What follows belongs to an exercise in optimizing a design on an open flow for small area, a short achievable clock period and few clock cycles; a production flow would make more cautious choices.
The RTL was checked by simulation tests, not by an equivalence proof against the original design.
Power and IR drop assume default switching activity.

Design flow_reassembly, start of the top module:
module flow_reassembly (
    input  logic                  clk,
    input  logic                  rst,
    input  logic                  seg_valid,
    input  flow_reasm_pkg::seg_t  seg,
    output logic                  ready,
    input  logic                  out_almost_full,
    output logic                  rel_valid,
    output flow_reasm_pkg::rel_t  rel
);
Settings: LEC_CHECK=0, ABC_CLOCK_PERIOD_IN_PS=4000, CAP_MARGIN=20, CORE_MARGIN=2, CORE_UTILIZATION=40, CTS_CLUSTER_DIAMETER=100, CTS_CLUSTER_SIZE=20, SETUP_SLACK_MARGIN=2.5, SLEW_MARGIN=20; clock period 7.0 ns.
run.sh (not shown) runs the stock make flow with config.mk's settings and CLKGATE_MAP_FILE= SYNTH_SCRIPT=/design/flow/synth_recipe.tcl, a recipe that flattens the netlist after the stock synthesis.
Testbench counts at the start, summed over its fixed seeds: cycles 19,600.
Edit:
--- a/flow/design.v
+++ b/flow/design.v
@@ -100,13 +100,12 @@
 logic [FW-1:0] pf [NN];
 logic [SW-1:0] ps [NN];
 logic [7:0]    pel [NN];  
 logic [NN-1:0] pec;       
 logic [PW-1:0] pp [NN];
 logic [NW-1:0] pr [NN];
-logic [NN-1:0] rz, ro;    
 logic          ch_act;
 logic [FW-1:0] ch_f;
 logic [NN-1:0] cm;
 logic          ch_wait;   
 localparam int PD = 2;
 logic [PW+1:0] pq [PD];
@@ -127,31 +126,12 @@
 always_comb begin
     for (int k = 0; k < 8; k++) pc1[k] = {1'b0, below[2*k]} + {1'b0, below[2*k+1]};
     for (int k = 0; k < 4; k++) pc2[k] = {1'b0, pc1[2*k]} + {1'b0, pc1[2*k+1]};
     for (int k = 0; k < 2; k++) pc3[k] = {1'b0, pc2[2*k]} + {1'b0, pc2[2*k+1]};
     new_rank = pc3[0] + pc3[1];
 end
-logic below_one;
-always_comb begin
-    logic [7:0] a1, m1;
-    logic [3:0] a2, m2;
-    logic [1:0] a3, m3;
-    for (int k = 0; k < 8; k++) begin
-        a1[k] = below[2*k] | below[2*k+1];
-        m1[k] = below[2*k] & below[2*k+1];
-    end
-    for (int k = 0; k < 4; k++) begin
-        a2[k] = a1[2*k] | a1[2*k+1];
-        m2[k] = m1[2*k] | m1[2*k+1] | (a1[2*k] & a1[2*k+1]);
-    end
-    for (int k = 0; k < 2; k++) begin
-        a3[k] = a2[2*k] | a2[2*k+1];
-        m3[k] = m2[2*k] | m2[2*k+1] | (a2[2*k] & a2[2*k+1]);
-    end
-    below_one = (a3[0] | a3[1]) & !(m3[0] | m3[1] | (a3[0] & a3[1]));
-end
 always_comb begin
     alloc = '0;
     for (int j = NN - 1; j >= 0; j--) begin
         if (!pv[j]) begin
             alloc    = '0;
             alloc[j] = 1'b1;
@@ -170,14 +150,14 @@
     n_elo = '0;
     m_ec  = 1'b0;
     n_ec  = 1'b0;
     m_pkt = '0;
     n_seq = '0;
     for (int j = 0; j < NN; j++) begin
-        r0[j]   = (ch_act ? cm[j] : fm_h[j]) && rz[j];
-        r1[j]   = cm[j] && ro[j];
+        r0[j]   = (ch_act ? cm[j] : fm_h[j]) && (pr[j] == NW'(0));
+        r1[j]   = cm[j] && (pr[j] == NW'(1));
         m_seq   = m_seq | (ps[j] & {SW{r0[j]}});
         m_elo   = m_elo | (pel[j] & {8{r0[j]}});
         n_elo   = n_elo | (pel[j] & {8{r1[j]}});
         m_ec    = m_ec | (pec[j] & r0[j]);
         n_ec    = n_ec | (pec[j] & r1[j]);
         m_pkt   = m_pkt | (pp[j] & {PW{r0[j]}});
@@ -348,23 +328,17 @@
             pf[j] <= h_flow;
             ps[j] <= h_seq;
             pel[j] <= h_end[7:0];
             pec[j] <= h_c8;
             pp[j] <= h_pkt;
             pr[j] <= new_rank;
-            rz[j] <= !(|below);
-            ro[j] <= below_one;
         end
         else if (ch_go && cm[j]) begin
             pr[j] <= pr[j] - NW'(1);
-            rz[j] <= ro[j];
-            ro[j] <= (pr[j] == NW'(2));
         end
         else if (ins && fm_h[j] && !h_lt[j]) begin
             pr[j] <= pr[j] + NW'(1);
-            rz[j] <= 1'b0;
-            ro[j] <= rz[j];
         end
     end
 end
 endmodule
 `default_nettype wire
Clock power is lower by about 12%.
Clock skew drops by 48 ps.
Clock-buffer cell count goes down by 7.
Design area goes down by 5.0%.
Total power climbs by 10%.
Routed wire length went down by about 13%.
Die area came out lower by 4.1%.
Sequential power went up by about 1%.
Hold slack is worse by 12 ps.
Testbench counts after the change, summed over its fixed seeds: cycles 19,600.

-- what the ideal ports hide --
The flow's constraints put no driver on any port. The routed layouts listed below were extracted and timed again, unchanged, in two steps. Step 1 sets driving cells, clkbuf_16 on the clock port and buf_2 on the other inputs (assumed; they add their load-dependent delay and slew). Step 2 adds t to the input delays and takes it off the output delays; t is the mean of the earliest and latest rising clock arrival at the registers after step 1. Input paths then give back, and output paths get back, about the clock's delay inside the block. Slacks: ideal / step 1 / step 2; pairs: ideal / step 1.
run	shift t [ns]	slack for setup (ns)	cell pins on the clock port's net
the first run	0.812	2.508 / 2.508 / 1.823	1
the second run	0.808	2.374 / 2.428 / 1.620	1
After both steps every run listed still meets setup and hold. The setup slack of the second run, which loses most, moves by +0.054 ns with the drivers and by -0.754 ns with both steps.
